Background: an optimization exercise with open tools, aiming at small area and a short achievable clock period. Do not read the settings as production practice. Where RTL was checked, it was by simulation tests only, not by an equivalence proof against the original. For runs 1 to 3, only the layout was checked, not whether the RTL still works. Power and IR drop assume default switching activity.

==> flow/design.v <==
`default_nettype none
module psram_spi_responder #(
    parameter int         ADDR_W = 8,
    parameter logic [7:0] MF_ID  = 8'h0D,
    parameter logic [7:0] KGD_ID = 8'h5D
) (
    input  logic sys_clk,
    input  logic sys_reset_n,
    input  logic ce_n,
    input  logic sclk,
    input  logic si,
    output logic so,
    output logic so_oe,
    output logic busy,
    output logic rst_evt,
    output logic cmd_err
);
    localparam int DEPTH = 256;
    typedef enum logic [2:0] {
        S_IDLE, S_CMD, S_ADDR, S_RD, S_WR, S_ID, S_IGNORE
    } state_t;
    typedef enum logic [1:0] {K_RD, K_WR, K_ID} kind_t;
    logic [1:0]        ce_sync_q;
    logic [2:0]        sclk_sync_q;
    logic [1:0]        si_sync_q;
    state_t            state_q;
    kind_t             kind_q;
    logic [4:0]        bitcnt_q;
    logic [6:0]        sh_q;
    logic [6:0]        out_sh_q;
    logic [2:0]        outcnt_q;
    logic [1:0]        id_idx_q;
    logic              reset_armed_q;
    logic              so_q, so_oe_q, busy_q, rst_evt_q, cmd_err_q;
    logic              we_q;
    logic [7:0]        rot_q;       
    logic [7:0]        pos_q;       
    logic              sel_q;       
    logic [7:0]        c0_q, c1_q;  
    logic              pend_q;      
    logic [7:0]        wdata_q;
    logic [8*DEPTH-1:0] ring_q;
    logic [7:0]        ins_q;       
    logic              ce_s, sclk_rise, sclk_fall, si_s;
    logic [7:0]        byte_in;
    logic [7:0]        tap;
    logic [7:0]        cur_byte;
    logic [7:0]        out_byte;
    logic              advance, load_pos, ins;
    assign ce_s      = ce_sync_q[1];
    assign si_s      = si_sync_q[1];
    assign sclk_rise =  sclk_sync_q[1] & ~sclk_sync_q[2];
    assign sclk_fall = ~sclk_sync_q[1] &  sclk_sync_q[2];
    assign byte_in   = {sh_q, si_s};
    assign tap      = ring_q[{pos_q[7:3], 3'b000, 3'b000} +: 8];
    assign cur_byte = sel_q ? c1_q : c0_q;
    always_comb begin
        out_byte = cur_byte;
        if (state_q == S_ID) begin
            case (id_idx_q)
                2'd0:    out_byte = MF_ID;
                2'd1:    out_byte = KGD_ID;
                default: out_byte = 8'h00;
            endcase
        end
    end
    always_ff @(posedge sys_clk or negedge sys_reset_n) begin
        if (!sys_reset_n) begin
            ce_sync_q   <= 2'b11;
            sclk_sync_q <= '0;
            si_sync_q   <= '0;
        end else begin
            ce_sync_q   <= {ce_sync_q[0], ce_n};
            sclk_sync_q <= {sclk_sync_q[1:0], sclk};
            si_sync_q   <= {si_sync_q[0], si};
        end
    end
    assign load_pos = !ce_s && state_q == S_ADDR && sclk_rise && bitcnt_q == 5'd22;
    assign advance  = !ce_s && ((state_q == S_RD && sclk_fall && outcnt_q == 3'd0) ||
                                (state_q == S_WR && sclk_rise && bitcnt_q == 5'd7));
    always_ff @(posedge sys_clk or negedge sys_reset_n) begin
        if (!sys_reset_n) begin
            state_q       <= S_IDLE;
            kind_q        <= K_RD;
            bitcnt_q      <= '0;
            sh_q          <= '0;
            out_sh_q      <= '0;
            outcnt_q      <= '0;
            id_idx_q      <= '0;
            reset_armed_q <= 1'b0;
            so_q          <= 1'b0;
            so_oe_q       <= 1'b0;
            busy_q        <= 1'b0;
            rst_evt_q     <= 1'b0;
            cmd_err_q     <= 1'b0;
            we_q          <= 1'b0;
        end else begin
            rst_evt_q <= 1'b0;
            cmd_err_q <= 1'b0;
            we_q      <= 1'b0;
            if (ce_s) begin
                state_q  <= S_IDLE;
                so_q     <= 1'b0;
                so_oe_q  <= 1'b0;
                busy_q   <= 1'b0;
                bitcnt_q <= '0;
                outcnt_q <= '0;
            end else begin
                busy_q <= 1'b1;
                if (sclk_rise)
                    sh_q <= byte_in[6:0];
                case (state_q)
                    S_IDLE: begin
                        state_q  <= S_CMD;
                        bitcnt_q <= '0;
                    end
                    S_CMD: if (sclk_rise) begin
                        bitcnt_q <= bitcnt_q + 5'd1;
                        if (bitcnt_q == 5'd7) begin
                            bitcnt_q      <= '0;
                            reset_armed_q <= 1'b0;
                            state_q       <= S_IGNORE;
                            case (byte_in)
                                8'h03: begin kind_q <= K_RD;  state_q <= S_ADDR; end
                                8'h02: begin kind_q <= K_WR;  state_q <= S_ADDR; end
                                8'h9F: begin kind_q <= K_ID;  state_q <= S_ADDR; end
                                8'h66: reset_armed_q <= 1'b1;
                                8'h99: if (reset_armed_q) rst_evt_q <= 1'b1;
                                default: cmd_err_q <= 1'b1;
                            endcase
                        end
                    end
                    S_ADDR: if (sclk_rise) begin
                        bitcnt_q <= bitcnt_q + 5'd1;
                        if (bitcnt_q == 5'd23) begin
                            bitcnt_q <= '0;
                            outcnt_q <= '0;
                            id_idx_q <= '0;
                            case (kind_q)
                                K_WR:    state_q <= S_WR;
                                K_ID:    state_q <= S_ID;
                                default: state_q <= S_RD;
                            endcase
                        end
                    end
                    S_RD, S_ID: if (sclk_fall) begin
                        so_oe_q  <= 1'b1;
                        outcnt_q <= outcnt_q + 3'd1;
                        if (outcnt_q == 3'd0) begin
                            so_q     <= out_byte[7];
                            out_sh_q <= out_byte[6:0];
                        end else begin
                            so_q     <= out_sh_q[6];
                            out_sh_q <= {out_sh_q[5:0], 1'b0};
                        end
                        if (outcnt_q == 3'd7 && state_q == S_ID && id_idx_q != 2'd2)
                            id_idx_q <= id_idx_q + 2'd1;
                    end
                    S_WR: if (sclk_rise) begin
                        bitcnt_q <= bitcnt_q + 5'd1;
                        if (bitcnt_q == 5'd7) begin
                            bitcnt_q <= '0;
                            we_q     <= 1'b1;
                        end
                    end
                    S_IGNORE: ;
                    default: state_q <= S_IDLE;
                endcase
            end
        end
    end
    assign ins = (we_q | pend_q) && pos_q[4:0] == 5'd0;
    always_ff @(posedge sys_clk) begin
        rot_q  <= rot_q + 8'd1;
        for (int k = 0; k < 8; k++)
            ins_q[k] <= ins && pos_q[7:5] == 3'(k);
        pend_q <= (we_q | pend_q) & ~(pos_q[4:0] == 5'd0);
        if (load_pos)
            pos_q <= {sh_q[5:0], si_s, 1'b1} + rot_q;
        else if (advance)
            pos_q <= pos_q + {6'd0, sel_q, ~sel_q};
        else
            pos_q <= pos_q + 8'd1;
        if (advance)
            sel_q <= 1'b1;
        else if (!ce_s && state_q == S_ADDR && sclk_rise && bitcnt_q == 5'd23)
            sel_q <= si_s;
        if (pos_q[2:0] == 3'd1) c0_q <= tap;
        if (pos_q[2:0] == 3'd0) c1_q <= tap;
        if (!ce_s && state_q == S_WR && sclk_rise && bitcnt_q == 5'd7)
            wdata_q <= byte_in;
    end
    genvar p;
    generate
        for (p = 0; p < DEPTH; p++) begin : g_ring
            if (p % 32 == 1) begin : g_ins
                always_ff @(posedge sys_clk)
                    ring_q[8*p +: 8] <= ins_q[p / 32] ? wdata_q
                                        : ring_q[8*((p + DEPTH - 1) % DEPTH) +: 8];
            end else begin : g_sh
                always_ff @(posedge sys_clk)
                    ring_q[8*p +: 8] <= ring_q[8*(p - 1) +: 8];
            end
        end
    endgenerate
    assign so      = so_q;
    assign so_oe   = so_oe_q;
    assign busy    = busy_q;
    assign rst_evt = rst_evt_q;
    assign cmd_err = cmd_err_q;
endmodule
`default_nettype wire
==> flow/run.sh <==
#!/bin/bash
# synth_recipe.tcl (not shown) runs the flow's synth.tcl, then flattens the netlist and writes it again
# the make line also repeats each setting of config.mk as NAME=value (left out here)
make -C /OpenROAD-flow-scripts/flow DESIGN_CONFIG=/design/flow/config.mk WORK_HOME=/design/flow/orfs CLKGATE_MAP_FILE= SYNTH_SCRIPT=/design/flow/synth_recipe.tcl finish
==> flow/config.mk <==
export PLATFORM = sky130hd
export DESIGN_NAME = psram_spi_responder
export DESIGN_NICKNAME = psram_spi_responder
export VERILOG_FILES = /design/flow/design.v
export SDC_FILE = /design/flow/constraint.sdc
export NUM_CORES = 4
export LEC_CHECK = 0
export CAP_MARGIN = 20
export CORE_MARGIN = 2
export CORE_UTILIZATION = 65
export CTS_BUF_LIST = sky130_fd_sc_hd__clkbuf_4 sky130_fd_sc_hd__clkbuf_8
export CTS_CLUSTER_SIZE = 30
export SETUP_SLACK_MARGIN = 2.7
export SLEW_MARGIN = 20
==> flow/constraint.sdc <==
create_clock -name core_clock -period 5.0 [get_ports {sys_clk}]
set_input_delay 1.0000 -clock core_clock [delete_from_list [all_inputs] [get_ports {sys_clk}]]
set_output_delay 1.0000 -clock core_clock [all_outputs]
set_load 0.01 [all_outputs]
==> summary.txt, run 1 <==
Final min period: 2390 ps
gp weighted congestion: 0.826
leak pwr: 22.2 nW
Post-DP HPWL: 43.0 mm
Slew @ Worst Pin: 1130 ps
outcome: finished clean
drt pass-1 iters: 5
CTS Sinks: 2076
final worst slack: 2610 ps
ys async rst share: 0.0207
Antenna Nets Post-Route: 0
Final period util: 0.478
arrival time at the worst endpoint: 3100 ps
unrepaired setup endpoints after global routing: yes
DR WL/cell: 18.1 µm
core area: 71400 µm²
DRC viols: 0
number of global-route vias before repair: 19957
post-synthesis cell type count: 71
ys flop type: dfxtp_1
clk_skew: 65.3 ps
Setup Viol. Count Final: 0
Synth area leaders: dfxtp_1, mux4_2, dfrtp_1
H-tree Lvls: 5
data required time of the worst path: 5710 ps
post-place setup slack: 1980 ps
Worst Setup End Kind: flop
layout cells sized above 1: 0.226
largest net degree at the start of global routing: 44
Post-synth EDFFs: 24
I/O pin count: 10
Hold Path Class: reg -> reg
Starting Density: 0.655
most frequent cell after synthesis: dfxtp_1
Port-buffer cells: 9
Net Count, Synth: 2666
Die X: 272 µm
Setup crit start: outcnt_q[1]
Syn Std Cell Area: 46800 µm²
CTS root buf: clkbuf_8
TritonCTS clock tree: yes
Die Ht: 272 µm
relative slew slack: 0.248
Area Growth Syn to Fin: 16.2%
HP Start: ring_q[382]
global-route wire length before repair: 114 mm
total power: 29.9 mW
Overflow after GRT: 0
Die Footprint: 74100 µm²
final WL: 74.2 mm
CP Launch Type: flop
Fin. Hold Viols: 0
setup_tns: 0 ps
Vias: 19349
maximum buffer depth of the clock tree: 4
P per Cell Area: 551 nW/µm²
1st-iter DRT viols: 1106
vias per cell: 4.73
Synth warnings: 2
TritonCTS buffer count: 300
Syn Area/Cell: 17.7 µm²
pins over their slew limit: 0
MaxCap Viol Count: 0
crit path kind: reg -> reg
leading area contributor after synthesis: dfxtp_1
Critical R2R Launch: outcnt_q[1]
Seq/Total Area, Yosys: 0.899
CTS clk-pin slew, worst paths: 60 ps
final net count: 2968
row cnt: 98
Max FO, Critical Path: 3
maximum vdd ir drop: 0.440 mV
Clock Latency Late Sink: 890 ps
overall routing resource usage: 0.207
Yosys top cell area share: 0.860
Gate Count Post-Synth: 2641
initial antenna violation count: 5
Fmax achieved: 419 MHz
Synth Register Bits: 2076
commonest cells in the netlist: dfxtp_1, mux2_2, mux4_2
post-layout util: 0.761
[logic make-up (layout without fill, tap and decap cells)]
group	count (synthesis)	in the layout	synth area share
flip-flops	2076	2076	0.899
AND/OR/NAND/NOR	189	189	0.0213
AO/OA/AOI/OAI	124	124	0.0186
buffers and inverters	68	569	0.00669
multiplexers	144	144	0.0452
adder cells (fa/ha/maj)	21	21	0.00589
other	0	3	0
XOR/XNOR	19	19	0.00372
[timing repair]
action,CTS,global route
setup buffers,24,5
endpoints found under the setup margin,32,30
gates resized for setup,40,17
pin swaps,6,5
endpoints found under the hold margin,0,0
hold buffers,0,0
[power by group]
| group | total [mW] | internal [mW] | switching, mW |
|---|---|---|---|
| Sequential | 16.7 | 16.6 | 0.0645 |
| Combinational | 0.195 | 0.0848 | 0.110 |
| Clock | 13.0 | 7.39 | 5.64 |
[critical path, cell delays in order, from the launching register on]
cell,delay (ps)
dfrtp_1,390
inv_2,80
ha_4,140
nand2_4,40
or3b_4,380
a21oi_4,200
and2_1,160
ha_1,230
a21o_1,210
nand3_1,130
nor2_1,70
xnor2_1,140
mux2i_1,80
[cells in the final DEF, fill, tap and decap left out, types with 7 or more instances in the layout]
| cell | count |
|---|---|
| a211oi_1 | 10 |
| a21oi_1 | 23 |
| a221oi_1 | 10 |
| a311oi_1 | 7 |
| buf_4 | 29 |
| clkbuf_4 | 102 |
| clkbuf_8 | 362 |
| clkinv_2 | 22 |
| clkinvlp_4 | 8 |
| dfrtp_1 | 37 |
| dfxtp_1 | 2004 |
| edfxtp_1 | 24 |
| ha_1 | 15 |
| inv_1 | 18 |
| mux2_2 | 73 |
| mux2i_1 | 24 |
| mux4_2 | 46 |
| nand2_1 | 36 |
| nand2b_1 | 8 |
| nand3_1 | 15 |
| nor2_1 | 38 |
| nor2b_1 | 19 |
| nor3_1 | 22 |
| nor4_1 | 7 |
| o21ai_0 | 19 |
| o22ai_1 | 13 |
| xnor2_1 | 12 |
[worst paths after layout]
path	end	slack (ps)	depth (start not counted)
worst max-delay path	pos_q[7]	2610	12
worst min-delay path	ring_q[390]	280	0
worst min register to register	ring_q[390]	280	0
min in group asynchronous	out_sh_q[3]	300	1
worst max register to register	pos_q[7]	2610	12
max in group asynchronous	state_q[2]	4010	1
[layout make-up]
class | count | area (µm²)
diodes | 3 | 7.51
clock buffers | 464 | 5750
clock inverters | 37 | 279
fillers | 4196 | 17000
inverters | 21 | 78.8
multi-input cells | 497 | 4540
flip-flops and latches | 2076 | 42000
well taps | 950 | 1190
repair buffers | 47 | 454
[layer usage]
metal,track usage,vias up,share of wire
met5,0,-,0
met4,0.0956,0,0.030
met2,0.293,470,0.43
li1,-,9321,-
met1,0.303,9395,0.49
met3,0.0498,163,0.051
[registers in the layout, summed over array words and instances (netlist names), 3 cells and up]
register / count
pos_q: 8
rot_q: 8
ins_q: 7
outcnt_q: 3
wdata_q: 8
c1_q: 8
c0_q: 8
state_q: 3
out_sh_q: 7
sclk_sync_q: 3
bitcnt_q: 5
ring_q: 1984
sh_q: 7
[metrics by stage]
| stage | std cells | instance area (µm²) | hold WS [ps] |
|---|---|---|---|
| detailed placement | 3562 | 47900 | 312 |
| floorplan | 2641 | 46800 | 310 |
| CTS | 4087 | 54200 | 256 |
| finish | 4095 | 54300 | 284 |
| global placement | 3562 | 47900 | 310 |
| global route | 4093 | 54300 | 278 |
==> run 2, diff against run 1 <==
--- a/flow/config.mk
+++ b/flow/config.mk
@@ -8,7 +8,5 @@
 export CAP_MARGIN = 20
 export CORE_MARGIN = 2
 export CORE_UTILIZATION = 65
-export CTS_BUF_LIST = sky130_fd_sc_hd__clkbuf_4 sky130_fd_sc_hd__clkbuf_8
-export CTS_CLUSTER_SIZE = 30
 export SETUP_SLACK_MARGIN = 2.7
 export SLEW_MARGIN = 20
==> run 2 against run 1 <==
Against the previous run:
- register-to-register slack hardly changed
- synthesized cell count stayed put
- final area is 0.18% higher
- largest cell class unchanged
- highest routed layer unchanged
==> summary.txt, run 2 <==
number of global-route vias before repair: 19339
post-synthesis compound-gate area fraction: 0.0186
Post-DP HPWL: 43.0 mm
Syn Area/Cell: 17.7 µm²
I/O pin count: 10
crit path kind: reg -> reg
hold path depth: 0
leak pwr: 22.0 nW
hold endpoint: ring_q[348]
post-layout util: 0.763
H-tree Lvls: 4
cell chain of the critical path: inv_2, ha_4, nand2_4, or3b_4, a21oi_4, nand2_2, fa_2, nor2b_2, nand3_1, xnor2_1, nor2_1, a21oi_1
most common cell after layout, fill and taps aside: dfxtp_1
maximum buffer depth of the clock tree: 3
Clock Latency Late Sink: 740 ps
Non-Filler Instances: 3903
clk_skew: 18.5 ps
vias per cell: 4.80
CTS root buf: clkbuf_16
Setup Viol. Count Final: 0
Port-buffer cells: 9
combinational family with the most area after synthesis: multiplexers
pins over their slew limit: 0
DRC viols: 0
layout cells sized above 1: 0.167
setup_tns: 0 ps
reg2reg end: pos_q[6]
maximum vdd ir drop: 0.531 mV
final net count: 2844
leading area contributor after synthesis: dfxtp_1
outcome: finished clean
commonest non-fill, non-tap cells in the layout: dfxtp_1, clkbuf_16, mux2_2
Synth area leaders: dfxtp_1, mux4_2, dfrtp_1
Fin. Hold Viols: 0
ys async rst share: 0.0207
Gate Count Post-Synth: 2641
global-route wire length before repair: 117 mm
relative slew slack: 0.257
CTS Hold Bufs: 0
Starting Density: 0.655
MaxCap Viol Count: 0
drt pass-1 iters: 7
Final min period: 2400 ps
FF-to-FF setup slack: 2600 ps
data required time of the worst path: 5590 ps
Die X: 272 µm
unrepaired setup endpoints after global routing: yes
Final period util: 0.480
Die Ht: 272 µm
Worst Setup End Kind: flop
Antenna Nets Post-Route: 0
most frequent cell after synthesis: dfxtp_1
CP Launch Type: flop
Synth Register Bits: 2076
Largest register FFs: 1984
Top reg by flops: ring_q
row cnt: 98
slowest stage cell, crit path: dfrtp_1
CTS Sinks: 2076
CTS clk-pin slew, worst paths: 60 ps
mux contribution to synthesized area: 0.0452
Yosys top cell area share: 0.860
final WL: 76.8 mm
Slew @ Worst Pin: 1110 ps
Synth warnings: 2
gp weighted congestion: 0.826
Hold Path Class: reg -> reg
total power: 30.8 mW
TritonCTS clock tree: yes
Reg2Reg Depth: 12
critical path's largest stage delay: 390 ps
core area: 71400 µm²
Die Footprint: 74100 µm²
overall routing resource usage: 0.213
initial antenna violation count: 2
Syn Std Cell Area: 46800 µm²
arrival time at the worst endpoint: 2990 ps
largest net degree at the start of global routing: 44
Post-synth EDFFs: 24
1st-iter DRT viols: 1256
ys flop type: dfxtp_1
DR WL/cell: 19.7 µm
Vias: 18741
TritonCTS buffer count: 176
Simple-Gate Fraction of Synth Area: 0.0213
placed cells: 3562
post-synthesis cell type count: 71
Synth Area in XOR/XNOR: 0.00372
Overflow after GRT: 0
HP Start: ring_q[340]
Area Growth Syn to Fin: 16.4%
Max FO, Critical Path: 3
Synth Area in Adders: 0.00589
ant diodes: 0
Critical R2R Launch: outcnt_q[1]
Net Count, Synth: 2666
Fmax achieved: 417 MHz
Seq/Total Area, Yosys: 0.899
commonest cells in the netlist: dfxtp_1, mux2_2, mux4_2
P per Cell Area: 566 nW/µm²
-- run 2: cell count changes in the layout (fill, tap and decap cells not counted), moves of 5 or more --
cell        before  now
clkbuf_8       362   44
clkbuf_16        0  180
clkbuf_4       102    0
clkbuf_1         0   32
bufinv_16        2   16
clkinvlp_4       8    1
clkinv_16        0    5
clkinv_8         0    5
-- run 2: metrics by stage --
step	instance area (µm²)	hold WS [ps]	setup slack, ps
global route	54400	320	2460
global placement	47900	310	2030
detailed placement	47900	312	1980
CTS	54300	311	2560
finish	54400	310	2600
floorplan	46800	310	2710
-- run 2: timing repair --
action                     CTS  global route
setup endpoints to repair   31            18
setup buffers               25             4
resized for setup           45            12
pin swaps                    9             6
-- run 2: cell families after synthesis --
family,count (synthesis)
multiplexers,144
flip-flops,2076
AND/OR/NAND/NOR,189
adder cells (fa/ha/maj),21
XOR/XNOR,19
AO/OA/AOI/OAI,124
buffers and inverters,68
-- run 2: area by class of cell --
cell class,instances,area (µm²)
tap,950,1190
fill,4074,16900
timing repair buffer,47,435
multi-input combinational,497,4570
clock inverter,56,895
inverter,21,78.8
sequential,2076,42000
clock buffer,256,5230
-- run 2: power by group --
group          internal (mW)  switching [mW]  leakage (nW)
sequential              16.6          0.0634          17.1
combinational         0.0838           0.111          1.83
clock                   8.14            5.79          3.01
total                   24.8            5.96          22.0
-- run 2: worst max-delay path by stage --
stage	from	end	slack, ps	depth (start not counted)
floorplan	outcnt_q[0]	pos_q[6]	2710	12
global placement	pos_q[3]	c0_q[7]	2030	6
detailed placement	pos_q[3]	c1_q[2]	1980	6
CTS	outcnt_q[1]	pos_q[6]	2560	12
global route	outcnt_q[1]	pos_q[6]	2460	12
finish	outcnt_q[1]	pos_q[6]	2600	12
-- run 2: worst max-delay path: cells and delay by family (launching register included) --
family	cells	cell delay [ps]
simple gates	6	870
fa+ha+maj	2	520
flops	1	390
buf+inv	1	80
compound gates	2	260
xor+xnor	1	140
-- run 2: metal layers --
metal	wire, µm	global-route usage	vias to the layer above	share of wire
met4	1950	0.0797	0	0.025
met1	37200	0.310	9175	0.48
li1	-	-	9017	-
met2	34100	0.317	416	0.44
met3	3540	0.0465	133	0.046
met5	0	0	-	0
==> run 3, diff against run 2 <==
--- a/flow/config.mk
+++ b/flow/config.mk
@@ -7,6 +7,9 @@
 export LEC_CHECK = 0
 export CAP_MARGIN = 20
 export CORE_MARGIN = 2
-export CORE_UTILIZATION = 65
+export CORE_UTILIZATION = 70
+export CTS_BUF_LIST = sky130_fd_sc_hd__clkbuf_8 sky130_fd_sc_hd__clkbuf_16
+export CTS_CLUSTER_DIAMETER = 40
+export CTS_CLUSTER_SIZE = 25
 export SETUP_SLACK_MARGIN = 2.7
 export SLEW_MARGIN = 20
==> run 3 against run 2 <==
Against the previous run:
- hold slack barely moved
- clock-buffer cell count fell by 103
- utilization rose by 4.2 points
- largest cell class unchanged
- register-to-register slack barely moved
- synthesized area did not move
- critical path depth did not move
- power fell by 5.3%
==> summary.txt, run 3 <==
Area Growth Syn to Fin: 13.6%
Top delay family on crit path: simple AND/OR/NAND/NOR gates
overall routing resource usage: 0.225
fin area: 53100 µm²
clk_skew: 30.3 ps
Reg2Reg Depth: 12
placed cells: 3478
Largest register FFs: 1984
Synth warnings: 2
area of the multi-input gates: 4540 µm²
leak pwr: 21.4 nW
Setup crit start: outcnt_q[1]
Critical R2R Launch: outcnt_q[1]
TritonCTS buffer count: 144
P per Cell Area: 549 nW/µm²
data required time of the worst path: 5560 ps
post-place setup slack: 1910 ps
Clock Latency Late Sink: 720 ps
Non-Filler Instances: 3759
Net Count, Synth: 2666
most common cell after layout, fill and taps aside: dfxtp_1
crit path kind: reg -> reg
Fmax achieved: 414 MHz
I/O pin count: 10
Slew @ Worst Pin: 1070 ps
vias per cell: 4.95
unrepaired setup endpoints after global routing: yes
Post-DP HPWL: 42.7 mm
ys async rst share: 0.0207
commonest non-fill, non-tap cells in the layout: dfxtp_1, clkbuf_16, mux2_2
maximum buffer depth of the clock tree: 3
Syn Std Cell Area: 46800 µm²
Die Footprint: 68900 µm²
hold endpoint: ring_q[1777]
largest net degree at the start of global routing: 46
reg2reg end: pos_q[6]
outcome: finished clean
gp weighted congestion: 0.816
Hold Path Class: reg -> reg
TritonCTS clock tree: yes
Synth Register Bits: 2076
total power: 29.2 mW
maximum vdd ir drop: 0.471 mV
FF-to-FF setup slack: 2590 ps
row cnt: 94
Yosys top cell area share: 0.860
Hold WS: 310 ps
Die X: 262 µm
CP Launch Type: flop
hold path depth: 0
core area: 66000 µm²
initial antenna violation count: 5
Fin. Hold Viols: 0
Post-synth EDFFs: 24
critical path's largest stage delay: 410 ps
1st-iter DRT viols: 1102
CTS Hold Bufs: 0
Synth area leaders: dfxtp_1, mux4_2, dfrtp_1
CTS clk-pin slew, worst paths: 90 ps
Buf+Inv Stages, Crit Path: 1
Starting Density: 0.709
Gate Count Post-Synth: 2641
Port-buffer cells: 9
post-synthesis cell type count: 71
final WL: 76.0 mm
MaxCap Viol Count: 0
fillers: 3248
leading area contributor after synthesis: dfxtp_1
final net count: 2803
Overflow after GRT: 0
cell chain of the critical path: inv_2, ha_4, nand2_4, or3b_4, a21oi_4, nand2_2, fa_2, nor2b_4, nand3_1, xnor2_1, nor2_1, a21oi_1
Seq/Total Area, Yosys: 0.899
Reg area: 42000 µm²
Setup Viol. Count Final: 0
Top reg by flops: ring_q
HP Start: ring_q[1769]
global-route wire length before repair: 116 mm
commonest cells in the netlist: dfxtp_1, mux2_2, mux4_2
DRC viols: 0
layout cells sized above 1: 0.158
Syn Area/Cell: 17.7 µm²
pins over their slew limit: 0
post-layout util: 0.805
final worst slack: 2590 ps
CTS root buf: clkbuf_16
ys flop type: dfxtp_1
Die Ht: 262 µm
setup_tns: 0 ps
DR WL/cell: 20.2 µm
H-tree Lvls: 4
slowest stage cell, crit path: fa_2
Worst Setup End Kind: flop
Final period util: 0.483
arrival time at the worst endpoint: 2970 ps
Post-DP Area: 47800 µm²
Vias: 18601
most frequent cell after synthesis: dfxtp_1
relative slew slack: 0.283
Max FO, Critical Path: 3
Final min period: 2410 ps
CTS Sinks: 2076
Antenna Nets Post-Route: 0
number of global-route vias before repair: 19605
drt pass-1 iters: 5
[run 3: cell count changes in the layout (fill, tap and decap cells not counted), sizes merged]
cell,delta
buf,-9
bufinv,-8
clkbuf,-103
clkinv,-6
clkinvlp,+9
diode,+1
inv,+58
[run 3: metal layers]
layer  vias up  wire length (µm)  GRT usage  share of wire
met2       378             34300      0.348           0.45
met4         2              1890     0.0791          0.025
met1      9118             36900      0.327           0.49
met5         -                14          0        0.00018
met3       150              2860     0.0407          0.038
li1       8953                 -          -              -
[run 3: power breakdown]
part           internal [mW]  leakage, nW  switching [mW]
clock                   6.30         2.48            6.03
sequential              16.6         17.1          0.0610
combinational         0.0803         1.75           0.109
total                   23.0         21.4            6.20
[run 3: worst max path at each step]
stage,to,slack (ps),depth (start not counted)
global placement,c0_q[1],2010,5
detailed placement,c1_q[1],1910,5
global route,pos_q[6],2470,13
finish,pos_q[6],2590,12
floorplan,pos_q[6],2710,12
CTS,pos_q[6],2620,12
[run 3: area by class of cell]
type / count / area share
antenna: 1 / 0.0000471
clock buffer: 153 / 0.0716
clock inverter: 109 / 0.0241
inverter: 21 / 0.00148
multi-input combinational: 497 / 0.0854
sequential: 2076 / 0.791
tap: 864 / 0.0203
timing repair buffer: 38 / 0.00584
[run 3: worst register-to-register path, delay by kind of cell, from the launching register on]
kind / cells / cell delay (ps)
AOI/OAI and AO/OA: 2 / 210
xor gates and xnor gates: 1 / 150
adders and majority gates: 2 / 550
buffers and inverters: 1 / 80
DFF: 1 / 390
and+or+nand+nor: 6 / 880
[run 3: cell families after synthesis]
| logic type | share of synthesized area |
|---|---|
| flops | 0.899 |
| simple gates | 0.0213 |
| mux | 0.0452 |
| compound gates | 0.0186 |
| buf+inv | 0.00669 |
| fa+ha+maj | 0.00589 |
| xor+xnor | 0.00372 |
[run 3: repair_timing]
item	in CTS	in global routing
buffers inserted	17	1
gates resized for setup	50	5
endpoints found under the setup margin	33	20
pin swaps	7	0
==> run 4, diff against run 3 <==
--- a/flow/design.v
+++ b/flow/design.v
@@ -40,7 +40,6 @@
     logic              pend_q;      
     logic [7:0]        wdata_q;
     logic [8*DEPTH-1:0] ring_q;
-    logic [7:0]        ins_q;       
     logic              ce_s, sclk_rise, sclk_fall, si_s;
     logic [7:0]        byte_in;
     logic [7:0]        tap;
@@ -172,8 +171,6 @@
     assign ins = (we_q | pend_q) && pos_q[4:0] == 5'd0;
     always_ff @(posedge sys_clk) begin
         rot_q  <= rot_q + 8'd1;
-        for (int k = 0; k < 8; k++)
-            ins_q[k] <= ins && pos_q[7:5] == 3'(k);
         pend_q <= (we_q | pend_q) & ~(pos_q[4:0] == 5'd0);
         if (load_pos)
             pos_q <= {sh_q[5:0], si_s, 1'b1} + rot_q;
@@ -193,9 +190,9 @@
     genvar p;
     generate
         for (p = 0; p < DEPTH; p++) begin : g_ring
-            if (p % 32 == 1) begin : g_ins
+            if (p % 32 == 0) begin : g_ins
                 always_ff @(posedge sys_clk)
-                    ring_q[8*p +: 8] <= ins_q[p / 32] ? wdata_q
+                    ring_q[8*p +: 8] <= (ins && pos_q[7:5] == 3'(p / 32)) ? wdata_q
                                         : ring_q[8*((p + DEPTH - 1) % DEPTH) +: 8];
             end else begin : g_sh
                 always_ff @(posedge sys_clk)
==> flow/config.mk (replaced) <==
export PLATFORM = sky130hd
export DESIGN_NAME = psram_spi_responder
export DESIGN_NICKNAME = psram_spi_responder
export VERILOG_FILES = /design/flow/design.v
export SDC_FILE = /design/flow/constraint.sdc
export NUM_CORES = 4
export LEC_CHECK = 0
export CAP_MARGIN = 20
export CORE_MARGIN = 2
export CORE_UTILIZATION = 40
export SLEW_MARGIN = 20
==> run 4 against run 3 <==
Against the previous run:
- sequential power is 3% higher
- flip-flop and latch count grew 57
- critical endpoint is now ring_q[517]
- sequential share of layout area is 2.5 points lower
- fmax decreased by 24%
- utilization shrank 33 points
- via count increased by 0.27%
- synthesized area is 2.7% higher
- largest power group unchanged
- hold slack worse by 110 ps
- clock-buffer cell count rose by 108
- global-route usage decreased by 11 points
- clock skew decreased by 2.4 ps
==> summary.txt, run 4 <==
met2 Resource Use GR: 0.170
pins over their slew limit: 0
Reg2Reg Depth: 3
H-tree Lvls: 4
Post-DP HPWL: 44.1 mm
Fmax achieved: 315 MHz
maximum vdd ir drop: 0.314 mV
Setup crit start: pos_q[6]
commonest cells in the netlist: dfxtp_1, mux2_2, mux2i_1
final net count: 2884
maximum buffer depth of the clock tree: 3
layout cells sized above 1: 0.153
Vias: 18652
Synth area leaders: dfxtp_1, dfrtp_1, mux4_2
busiest grt layer: met1
Simple-Gate Fraction of Synth Area: 0.0201
P per Cell Area: 562 nW/µm²
drt pass-1 iters: 5
post-synthesis cell type count: 72
Critical R2R Launch: pos_q[6]
core area: 119000 µm²
crit path kind: reg -> reg
combinational family with the most area after synthesis: multiplexers
Max FO, Critical Path: 23
setup bufs post-CTS: 0
gp weighted congestion: 0.777
Gate Count Post-Synth: 2697
Synth warnings: 1
grt met1 use: 0.173
MaxCap Viol Count: 0
commonest non-fill, non-tap cells in the layout: dfxtp_1, clkbuf_16, mux2_2
Post-DP Area: 50000 µm²
unrepaired setup endpoints after global routing: no
Die X: 351 µm
CP endpoint: ring_q[517]
Clock Latency Late Sink: 760 ps
final worst slack: 1830 ps
Hold WS: 200 ps
Largest register FFs: 2048
Yosys top cell area share: 0.861
largest net degree at the start of global routing: 50
arrival time at the worst endpoint: 3810 ps
Net Count, Synth: 2722
Synth Area in XOR/XNOR: 0.00328
setup_tns: 0 ps
most frequent cell after synthesis: dfxtp_1
Syn Area/Cell: 17.8 µm²
mux contribution to synthesized area: 0.0504
fin area: 56300 µm²
CTS root buf: clkbuf_16
most common cell after layout, fill and taps aside: dfxtp_1
ys flop type: dfxtp_1
Syn Std Cell Area: 48000 µm²
Die Ht: 351 µm
Starting Density: 0.402
Area Growth Syn to Fin: 17.3%
relative slew slack: 0.311
reg2reg end: ring_q[517]
CTS Sinks: 2133
TritonCTS clock tree: yes
overall routing resource usage: 0.120
Final period util: 0.635
CTS Hold Bufs: 0
vias per cell: 4.03
Post-synth EDFFs: 24
TritonCTS buffer count: 181
1st-iter DRT viols: 1049
FF-to-FF setup slack: 1830 ps
Worst Setup End Kind: flop
Hold Path Class: in -> async
Setup Viol. Count Final: 0
row cnt: 127
leak pwr: 22.5 nW
post-synthesis compound-gate area fraction: 0.0163
clk_skew: 27.9 ps
leading area contributor after synthesis: dfxtp_1
Synth Register Bits: 2133
CTS clk-pin slew, worst paths: 60 ps
Fin. Hold Viols: 0
I/O pin count: 10
Die Footprint: 123000 µm²
data required time of the worst path: 5630 ps
fillers: 10117
outcome: finished clean
Seq/Total Area, Yosys: 0.899
ys async rst share: 0.0202
post-CTS sizing: 0
Top reg by flops: ring_q
post-place setup slack: 1860 ps
Antenna Nets Post-Route: 0
number of global-route vias before repair: 18475
Overflow after GRT: 0
global-route wire length before repair: 110 mm
Slew @ Worst Pin: 1030 ps
DR WL/cell: 15.7 µm
Synth Area in Adders: 0.00573
met3 Track Usage GR: 0.0312
CP Launch Type: flop
initial antenna violation count: 5
final WL: 72.4 mm
Port-buffer cells: 9
Final min period: 3170 ps
DRC viols: 0
## run 4: cells by family after synthesis
family,count (synthesis)
flops,2133
fa+ha+maj,21
buf+inv,57
xor+xnor,18
compound gates,119
mux,178
simple gates,171
## run 4: how the worst min path moves through the flow
stage,end
after detailed placement,ring_q[1169]
after global routing,we_q
after CTS,ring_q[686]
final,out_sh_q[0]
after global placement,ring_q[305]
after floorplan,ring_q[1000]
## run 4: layer usage
metal  wire (µm)  vias to the layer above
met5          11                        -
met4        1990                        2
met3        3240                      139
met2       29900                      307
met1       37300                     8996
li1            -                     9208
## run 4: worst max-delay path, cell delays in order, from the launching register on
cell and delay (ps):
dfxtp_2 890, clkinv_1 680, nor4_4 1040, mux2_2 420
## run 4: cell type report
type	instances	area (µm²)	share of cell area
Tap cell	1612	2020	0.0358
Clock inverter	73	925	0.0164
Multi-Input combinational cell	507	4610	0.0818
Sequential cell	2133	43200	0.766
Timing Repair Buffer	19	180	0.00320
Inverter	17	63.8	0.00113
Antenna cell	2	5.00	0.0000888
Clock buffer	261	5370	0.0954
## run 4: report_power, final
| group | switching, mW | total (mW) | internal, mW |
|---|---|---|---|
| sequential | 0.101 | 17.2 | 17.1 |
| combinational | 0.132 | 0.258 | 0.126 |
| clock | 5.96 | 14.2 | 8.26 |
| total | 6.19 | 31.7 | 25.5 |
## run 4: metrics by stage
stage | util | cells | power [mW]
4_1_cts | 0.471 | 4621 | 32.0
3_3_place_gp | 0.418 | 4287 | 17.8
5_1_grt | 0.471 | 4622 | 32.7
6_report | 0.471 | 4624 | 31.7
2_1_floorplan | - | 2697 | 17.7
3_5_place_dp | 0.418 | 4287 | 17.8

-- what the ideal ports hide --
No port has a modelled driver above. Below, the same layouts with a new extraction and two added sets of constraints.
Step 1: set_driving_cell puts a clkbuf_16 on sys_clk and a buf_2 on each other input, an assumption about the parent block.
Step 2, shift: input delay + t, output delay - t, t = (earliest + latest rising clock arrival at the registers) / 2. This alone moves slack from input paths to output paths.
Three values: ideal ports, drivers, drivers and shift; two values: the first two.
| run | shift t [ns] | slack for setup (ns) | hold WS [ns] | worst setup path at the end | slew at the worst register clock pin (ns) |
|---|---|---|---|---|---|
| run 1 | 0.916 | 2.612 / 2.597 / 2.612 | 0.284 / 0.272 / 0.284 | register to register | 0.07 / 0.07 |
| run 2 | 0.792 | 2.600 / 2.600 / 2.600 | 0.310 / 0.310 / 0.310 | register to register | 0.07 / 0.07 |
| run 3 | 0.772 | 2.587 / 2.587 / 2.587 | 0.310 / 0.310 / 0.310 | register to register | 0.09 / 0.09 |
| run 4 | 0.819 | 1.825 / 1.825 / 1.825 | 0.200 / 0.157 / 0.304 | register to register | 0.07 / 0.07 |
After both steps setup and hold are still met in every run listed.
